Source: an optimization exercise on an open RTL-to-GDS flow (aim: small area, a short achievable clock period and few clock cycles per item). Production flows keep margins and buffers that such runs may drop. Function was checked by simulation only, so behaviour that the tests miss may differ from the original.

[design/flow/config.mk]
export PLATFORM = sky130hd
export DESIGN_NAME = cpu_top
export DESIGN_NICKNAME = cpu_top
export VERILOG_FILES = /design/flow/design.v
export SDC_FILE = /design/flow/constraint.sdc
export NUM_CORES = 4
export LEC_CHECK = 0
export CAP_MARGIN = 20
export CORE_MARGIN = 2
export CORE_UTILIZATION = 40
export PLACE_DENSITY = 0.6
export SLEW_MARGIN = 20
[design/flow/constraint.sdc]
create_clock -name core_clock -period 10.0 [get_ports {clk}]
set_input_delay 2.0000 -clock core_clock [delete_from_list [all_inputs] [get_ports {clk}]]
set_output_delay 2.0000 -clock core_clock [all_outputs]
set_load 0.01 [all_outputs]
[design/flow/design.v]
`timescale 1ns/10ps
module int_alu (
    input  logic [3:0]  op,
    input  logic [31:0] a,
    input  logic [31:0] b,
    output logic [31:0] result
);
    localparam logic [3:0] ALU_ADD    = 4'd0;
    localparam logic [3:0] ALU_SUB    = 4'd1;
    localparam logic [3:0] ALU_SLL    = 4'd2;
    localparam logic [3:0] ALU_SLT    = 4'd3;
    localparam logic [3:0] ALU_SLTU   = 4'd4;
    localparam logic [3:0] ALU_XOR    = 4'd5;
    localparam logic [3:0] ALU_SRL    = 4'd6;
    localparam logic [3:0] ALU_SRA    = 4'd7;
    localparam logic [3:0] ALU_OR     = 4'd8;
    localparam logic [3:0] ALU_AND    = 4'd9;
    localparam logic [3:0] ALU_PASS_B = 4'd10;
    logic [4:0] shamt;
    assign shamt = b[4:0];
    always_comb begin
        case (op)
            ALU_ADD:    result = a + b;
            ALU_SUB:    result = a - b;
            ALU_SLL:    result = a << shamt;
            ALU_SLT:    result = {31'd0, $signed(a) < $signed(b)};
            ALU_SLTU:   result = {31'd0, a < b};
            ALU_XOR:    result = a ^ b;
            ALU_SRL:    result = a >> shamt;
            ALU_SRA:    result = $unsigned($signed(a) >>> shamt);
            ALU_OR:     result = a | b;
            ALU_AND:    result = a & b;
            ALU_PASS_B: result = b;
            default:    result = 32'd0;
        endcase
    end
endmodule
`timescale 1ns/10ps
module int_regfile (
    input  logic        clk,
    input  logic        we,
    input  logic [4:0]  waddr,
    input  logic [31:0] wdata,
    input  logic [4:0]  raddr1,
    input  logic [4:0]  raddr2,
    output logic [31:0] rdata1,
    output logic [31:0] rdata2
);
    logic [31:0] regs [31:1];
    always_ff @(posedge clk) begin
        if (we && (waddr != 5'd0)) begin
            regs[waddr] <= wdata;
        end
    end
    assign rdata1 = (raddr1 == 5'd0) ? 32'd0 : regs[raddr1];
    assign rdata2 = (raddr2 == 5'd0) ? 32'd0 : regs[raddr2];
endmodule
`timescale 1ns/10ps
module inst_decode (
    input  logic [31:0] inst,
    output logic [3:0]  alu_op,
    output logic [4:0]  rd,
    output logic [4:0]  rs1,
    output logic [4:0]  rs2,
    output logic [31:0] imm,
    output logic        use_imm,
    output logic        reg_write,
    output logic        illegal
);
    localparam logic [6:0] OPC_OP     = 7'b0110011;
    localparam logic [6:0] OPC_OP_IMM = 7'b0010011;
    localparam logic [6:0] OPC_LUI    = 7'b0110111;
    localparam logic [3:0] ALU_ADD    = 4'd0;
    localparam logic [3:0] ALU_SUB    = 4'd1;
    localparam logic [3:0] ALU_SLL    = 4'd2;
    localparam logic [3:0] ALU_SLT    = 4'd3;
    localparam logic [3:0] ALU_SLTU   = 4'd4;
    localparam logic [3:0] ALU_XOR    = 4'd5;
    localparam logic [3:0] ALU_SRL    = 4'd6;
    localparam logic [3:0] ALU_SRA    = 4'd7;
    localparam logic [3:0] ALU_OR     = 4'd8;
    localparam logic [3:0] ALU_AND    = 4'd9;
    localparam logic [3:0] ALU_PASS_B = 4'd10;
    logic [6:0]  opcode;
    logic [2:0]  funct3;
    logic        alt;
    logic [31:0] imm_i;
    logic [31:0] imm_u;
    logic [3:0]  op_rr;
    logic [3:0]  op_ri;
    assign opcode = inst[6:0];
    assign funct3 = inst[14:12];
    assign alt    = inst[30];
    assign imm_i  = {{20{inst[31]}}, inst[31:20]};
    assign imm_u  = {inst[31:12], 12'h000};
    always_comb begin
        case (funct3)
            3'd0: begin
                op_rr = alt ? ALU_SUB : ALU_ADD;
                op_ri = ALU_ADD;
            end
            3'd1: begin
                op_rr = ALU_SLL;
                op_ri = ALU_SLL;
            end
            3'd2: begin
                op_rr = ALU_SLT;
                op_ri = ALU_SLT;
            end
            3'd3: begin
                op_rr = ALU_SLTU;
                op_ri = ALU_SLTU;
            end
            3'd4: begin
                op_rr = ALU_XOR;
                op_ri = ALU_XOR;
            end
            3'd5: begin
                op_rr = alt ? ALU_SRA : ALU_SRL;
                op_ri = alt ? ALU_SRA : ALU_SRL;
            end
            3'd6: begin
                op_rr = ALU_OR;
                op_ri = ALU_OR;
            end
            default: begin
                op_rr = ALU_AND;
                op_ri = ALU_AND;
            end
        endcase
    end
    always_comb begin
        alu_op    = ALU_ADD;
        rd        = inst[11:7];
        rs1       = inst[19:15];
        rs2       = inst[24:20];
        imm       = imm_i;
        use_imm   = 1'b0;
        reg_write = 1'b0;
        illegal   = 1'b0;
        case (opcode)
            OPC_OP: begin
                alu_op    = op_rr;
                reg_write = 1'b1;
            end
            OPC_OP_IMM: begin
                alu_op    = op_ri;
                use_imm   = 1'b1;
                reg_write = 1'b1;
            end
            OPC_LUI: begin
                alu_op    = ALU_PASS_B;
                imm       = imm_u;
                use_imm   = 1'b1;
                reg_write = 1'b1;
            end
            default: begin
                illegal = 1'b1;
            end
        endcase
    end
endmodule
`timescale 1ns/10ps
module inst_fetch #(
    parameter logic [31:0] RESET_PC = 32'h0000_1000
) (
    input  logic        clk,
    input  logic        reset,
    output logic [31:0] araddr,
    output logic        arvalid,
    input  logic        arready,
    input  logic [31:0] rdata,
    input  logic        rvalid,
    output logic        rready,
    input  logic        full,
    output logic        push,
    output logic [31:0] entry_pc,
    output logic [31:0] entry_inst
);
    localparam logic [1:0] FETCH_IDLE = 2'd0;
    localparam logic [1:0] FETCH_ADDR = 2'd1;
    localparam logic [1:0] FETCH_DATA = 2'd2;
    logic [1:0]  state;
    logic [31:0] pc;
    always_ff @(posedge clk) begin
        if (reset) begin
            state <= FETCH_IDLE;
            pc    <= RESET_PC;
        end else begin
            case (state)
                FETCH_IDLE: begin
                    if (!full) begin
                        state <= FETCH_ADDR;
                    end
                end
                FETCH_ADDR: begin
                    if (arready) begin
                        state <= FETCH_DATA;
                    end
                end
                FETCH_DATA: begin
                    if (rvalid) begin
                        state <= FETCH_IDLE;
                        pc    <= pc + 32'd4;
                    end
                end
                default: begin
                    state <= FETCH_IDLE;
                end
            endcase
        end
    end
    assign araddr  = pc;
    assign arvalid = (state == FETCH_ADDR);
    assign rready  = (state == FETCH_DATA);
    assign push       = rready && rvalid;
    assign entry_pc   = pc;
    assign entry_inst = rdata;
endmodule
`timescale 1ns/10ps
module inst_queue #(
    parameter int QUEUE_DEPTH = 4
) (
    input  logic        clk,
    input  logic        reset,
    input  logic        push,
    input  logic [63:0] entry,
    output logic        full,
    output logic        valid,
    output logic [63:0] head,
    input  logic        pop
);
    localparam int PTR_W = $clog2(QUEUE_DEPTH);
    localparam int CNT_W = PTR_W + 1;
    logic [63:0]      mem [QUEUE_DEPTH];
    logic [PTR_W-1:0] wr_ptr;
    logic [PTR_W-1:0] rd_ptr;
    logic [CNT_W-1:0] count;
    logic             do_pop;
    assign do_pop = pop && valid;
    always_ff @(posedge clk) begin
        if (push) begin
            mem[wr_ptr] <= entry;
        end
    end
    always_ff @(posedge clk) begin
        if (reset) begin
            wr_ptr <= '0;
            rd_ptr <= '0;
            count  <= '0;
        end else begin
            if (push) begin
                wr_ptr <= wr_ptr + 1'b1;
            end
            if (do_pop) begin
                rd_ptr <= rd_ptr + 1'b1;
            end
            if (push && !do_pop) begin
                count <= count + 1'b1;
            end else if (do_pop && !push) begin
                count <= count - 1'b1;
            end
        end
    end
    assign full  = (count == CNT_W'(QUEUE_DEPTH));
    assign valid = (count != '0);
    assign head  = mem[rd_ptr];
endmodule
`timescale 1ns/10ps
module exec_stage (
    input  logic        clk,
    input  logic        reset,
    input  logic        valid,
    input  logic [63:0] head,
    output logic        pop,
    output logic        retire_valid,
    output logic [31:0] retire_pc,
    output logic [4:0]  retire_rd,
    output logic [31:0] retire_value,
    output logic        retire_write,
    output logic        retire_illegal
);
    logic [31:0] head_pc;
    logic [31:0] head_inst;
    logic [3:0]  dec_alu_op;
    logic [4:0]  dec_rd;
    logic [4:0]  dec_rs1;
    logic [4:0]  dec_rs2;
    logic [31:0] dec_imm;
    logic        dec_use_imm;
    logic        dec_reg_write;
    logic        dec_illegal;
    logic [31:0] rs1_val;
    logic [31:0] rs2_val;
    logic [31:0] op_b;
    logic [31:0] alu_out;
    logic        wr_en;
    assign head_pc   = head[63:32];
    assign head_inst = head[31:0];
    inst_decode u_decode (
        .inst      (head_inst),
        .alu_op    (dec_alu_op),
        .rd        (dec_rd),
        .rs1       (dec_rs1),
        .rs2       (dec_rs2),
        .imm       (dec_imm),
        .use_imm   (dec_use_imm),
        .reg_write (dec_reg_write),
        .illegal   (dec_illegal)
    );
    int_regfile u_regfile (
        .clk    (clk),
        .we     (wr_en),
        .waddr  (dec_rd),
        .wdata  (alu_out),
        .raddr1 (dec_rs1),
        .raddr2 (dec_rs2),
        .rdata1 (rs1_val),
        .rdata2 (rs2_val)
    );
    int_alu u_alu (
        .op     (dec_alu_op),
        .a      (rs1_val),
        .b      (op_b),
        .result (alu_out)
    );
    assign pop   = valid;
    assign op_b  = dec_use_imm ? dec_imm : rs2_val;
    assign wr_en = valid && dec_reg_write;
    always_ff @(posedge clk) begin
        if (reset) begin
            retire_valid <= 1'b0;
        end else begin
            retire_valid <= valid;
        end
        if (valid) begin
            retire_pc      <= head_pc;
            retire_rd      <= dec_rd;
            retire_value   <= dec_illegal ? 32'd0 : alu_out;
            retire_write   <= dec_reg_write;
            retire_illegal <= dec_illegal;
        end
    end
endmodule
`timescale 1ns/10ps
module cpu_top #(
    parameter logic [31:0] RESET_PC    = 32'h0000_1000,
    parameter int          QUEUE_DEPTH = 4
) (
    input  logic        clk,
    input  logic        reset,
    output logic [31:0] ar_addr,
    output logic        ar_valid,
    input  logic        ar_ready,
    input  logic [31:0] r_data,
    input  logic        r_valid,
    output logic        r_ready,
    output logic        retire_valid,
    output logic [31:0] retire_pc,
    output logic [4:0]  retire_rd,
    output logic [31:0] retire_value,
    output logic        retire_write,
    output logic        retire_illegal
);
    logic        q_full;
    logic        q_push;
    logic        q_valid;
    logic        q_pop;
    logic [31:0] q_in_pc;
    logic [31:0] q_in_inst;
    logic [63:0] q_head;
    inst_fetch #(
        .RESET_PC (RESET_PC)
    ) u_fetch (
        .clk        (clk),
        .reset      (reset),
        .araddr     (ar_addr),
        .arvalid    (ar_valid),
        .arready    (ar_ready),
        .rdata      (r_data),
        .rvalid     (r_valid),
        .rready     (r_ready),
        .full       (q_full),
        .push       (q_push),
        .entry_pc   (q_in_pc),
        .entry_inst (q_in_inst)
    );
    inst_queue #(
        .QUEUE_DEPTH (QUEUE_DEPTH)
    ) u_queue (
        .clk   (clk),
        .reset (reset),
        .push  (q_push),
        .entry ({q_in_pc, q_in_inst}),
        .full  (q_full),
        .valid (q_valid),
        .head  (q_head),
        .pop   (q_pop)
    );
    exec_stage u_exec (
        .clk            (clk),
        .reset          (reset),
        .valid          (q_valid),
        .head           (q_head),
        .pop            (q_pop),
        .retire_valid   (retire_valid),
        .retire_pc      (retire_pc),
        .retire_rd      (retire_rd),
        .retire_value   (retire_value),
        .retire_write   (retire_write),
        .retire_illegal (retire_illegal)
    );
endmodule
[design/flow/run.sh]
#!/bin/bash
# synth_recipe.tcl (not shown) runs the flow's synth.tcl, then flattens the netlist and writes it again
# the make line also repeats each setting of config.mk as NAME=value (left out here)
make -C /OpenROAD-flow-scripts/flow DESIGN_CONFIG=/design/flow/config.mk WORK_HOME=/design/flow/orfs CLKGATE_MAP_FILE= SYNTH_SCRIPT=/design/flow/synth_recipe.tcl finish
==> run summary <==
[cell usage after synthesis (all sizes together) (9+ instances only)]
library cell	instances
mux2	23
a211oi	128
nor3	71
o21ai	148
nor2b	15
a2111oi	10
and2	35
or3	17
a22oi	48
a32oi	64
or2	22
ha	107
nand4	43
nor4	9
buf	235
o21bai	17
o21a	12
clkbuf	128
o31ai	10
nor2	310
nand2b	22
nand3	154
a221oi	41
a311oi	32
o22ai	55
mux4	286
o221ai	19
o211ai	24
a31oi	48
xor2	22
a21o	43
edfxtp	1309
xnor2	20
dfxtp	42
and3	33
a21oi	181
nand2	519
a211o	19
mux2i	635
inv	109
[routing by layer]
metal | vias to the layer above | part of all wire (%) | global-route usage (%)
li1 | 20610 | - | -
met1 | 25380 | 41 | 38.20
met2 | 3099 | 45 | 42.54
met3 | 599 | 9.7 | 5.691
met4 | 16 | 5.2 | 12.65
met5 | - | 0.047 | 0
[metrics by stage]
| step | hold WS, ns | utilization (%) |
|---|---|---|
| after CTS | 0.4585 | 45.29 |
| final | 0.4761 | 45.33 |
| after global placement | 0.4229 | 42.69 |
| after detailed placement | 0.4479 | 42.69 |
| after global routing | 0.5005 | 45.32 |
| after floorplan | 0.4145 | - |
[critical path, delay by kind of cell, from the launching register on]
kind / cells / cell delay [ns]
flops: 1 / 0.83
mux: 1 / 1.15
compound gates: 10 / 2.86
buf+inv: 2 / 0.55
simple gates: 5 / 2.40
fa+ha+maj: 1 / 0.72
[path summary, 6_finish.rpt]
kind,end,slack (ns)
max reg2reg,u_exec.u_regfile.regs[21][17],1.11
min reg2reg,u_fetch.state[0],0.48
max,u_exec.u_regfile.regs[21][17],1.11
min,u_fetch.state[0],0.48
[flip-flops by register name, summed over array words and instances (netlist names), named ones only]
name / count
u_exec.retire_pc: 30
u_exec.retire_value: 32
u_exec.u_regfile.regs: 992
u_exec.retire_rd: 5
u_exec.retire_write: 1
u_fetch.state: 2
u_exec.retire_illegal: 1
u_queue.mem: 248
u_queue.rd_ptr: 2
u_fetch.pc: 30
u_queue.wr_ptr: 2
u_queue.count: 3
u_exec.retire_valid: 1
[placed cells by master, fill, tap and decap left out, types with 48 or more instances in the layout]
cell and instances:
ha_1 107, a21oi_1 177, nor2_1 275, a32oi_1 64, a31oi_1 48, clkdlybuf4s50_1 137, nand3_1 153, edfxtp_1 1309
o21ai_0 134, mux4_2 279, nand2_1 515, buf_4 146, inv_1 103, a211oi_1 122, clkbuf_16 146, mux2i_1 635
nor3_1 66, o22ai_1 55
[kinds of logic after synthesis]
group | synth area share (%)
multiplexers | 18.64
buffers and inverters | 3.404
AO/OA/AOI/OAI | 9.909
XOR/XNOR | 0.5253
other | 0.005355
adder cells (fa/ha/maj) | 1.969
AND/OR/NAND/NOR | 8.210
flip-flops | 57.33
[area by class of cell]
cell class,instances,share of cell area (%)
inverter,110,0.5335
clock inverter,79,0.8892
sequential,1351,50.96
antenna,7,0.02223
clock buffer,184,4.856
multi-input combinational,3355,35.50
tap,2325,3.692
timing repair buffer,299,3.547
==> qor.txt <==
Area of the multi-input gates - 27970 µm²
CTS Hold Buffers Added - 0
First-pass GRT wire length - 358100 µm
Final ANT Viol Nets - 0
Netlist cell types - 105
YS warnings - 6
Post-route DRC violation count - 0
Die Width - 422.4 µm
Finish-stage setup viols - 0
Clock root buffer - clkbuf_16
CP endpoint kind - flip-flop
Gr ovfl total - 0
Cell Area, Synth - 70030 µm²
Area of the core - 173800 µm²
Hold path cells - 1
Critical-path cell list - mux4_4, nand2b_2, o22ai_1, o21ai_1, nand4_1, ha_1, nand2b_1, a21oi_1, o311ai_0, buf_4, a21oi_1, o311a_1, or2_2, a21o_1, a21oi_1, o21ai_0, a2111oi_1, nand3_1, buf_4
Clk slew on worst S/H paths - 0.06 ns
Setup bufs post-CTS - 0
Setup WS pre-CTS - 1.231 ns
CTS Buffer Depth - 3
Cts bufs inserted - 145
Area grow syn2layout - 12.52%
Nets - 5407
CTS tree - done
Starting Density - 40.29%
Avg Cell Area, Syn - 13.53 µm²
Worst Tran Pin Value - 1.195 ns
Setup_tns - 0 ns
Final slew viol count - 0
Die Span Y - 422.4 µm
Cell Area, Placed - 74200 µm²
CP Max Fanout - 44
Pin count of the biggest net entering global routing - 117
Die area - 178400 µm²
PortBufs - 137
Req. time, crit path - 10.51 ns
Unrepaired setup endpoints after global routing - no
Initial antenna violation count - 12
Top FF cell, synth - edfxtp_1
GP Congestion - 0.9991
Largest cells by area after synthesis - edfxtp_1 (56%), mux4_2 (9.2%), mux2i_1 (9.1%)
Clk_skew - 0.02946 ns
Setup WS post-layout - 1.113 ns
Seq/Total Area, Yosys - 57.33%
Worst-Skew Late Latency - 0.81 ns
Critical path's largest stage delay - 1.15 ns
Hold path start - u_fetch.state[1]
Period utilization - 88.87%
Crit path DAT - 9.40 ns
Synthesized instance count - 5176
Share of layout cells above drive strength 1 - 15.01%
Clock Sink Count - 1351
Slowest cell on the critical path - mux4_4
GR Util All Layers - 27.82%
Most used cell, CP - a21oi_1
R2R cell count - 19
IO Pins - 142
Synth Register Bits - 1351
Finished Layout Cells - 7710
Post-synth EDFFs - 1309
Share of the synthesized area in the top cell type - 56.13%
Placed Cells - 7438
Design area - 78800 µm²
Area leader, netlist - edfxtp_1
Sequential cell area - 40160 µm²
Post-CTS sizing - 0
Row Count - 153
H-tree depth - 4
Hold WC Path Type - flip-flop to flip-flop
CP Launch Type - flip-flop
Crit path kind - flip-flop to flip-flop
Drt wl/cell - 32.89 µm
Max Clock Freq - 0.1125 GHz
HPWL Detailed - 164900 µm
Outcome - finished clean
Max Cap Viol - 0
Total Wirelength - 253600 µm
Total number of vias - 49700
Vias per cell - 6.446
Filler cells - 15660
Drt pass-1 iters - 6
Vias in the first global route - 48410
Post-synth ARST share - 0%
1st-iter DRT viols - 6579
Final Hold Fails - 0
Final min period - 8.887 ns
Max-slew headroom - 20.07%
Testbench counts, summed over its fixed seeds: cycles 38,597, insts 8,000.

what the ideal ports hide:
In the flow no input, the clock included, has a driving cell. The finished layout below was timed again as built, in two steps.
Step 1 sets driving cells, clkbuf_16 on the clock port and buf_2 on the other inputs (assumed; they add their load-dependent delay and slew).
Step 2 moves the port delays by t, midway between the first and last clock arrival at a register: inputs arrive t later, outputs are due t later. That takes back most of the time a late clock gives input paths.
Three values: ideal, step 1, step 2; two values: the first two.
t, ns: 0.877
setup WS [ns]: 1.113 / 1.113 / 1.113
worst setup path at the end: register to register
After both steps this run still meets setup and hold. The setup slack of this run moves by 0.000 ns with the drivers and by 0.000 ns with both steps.
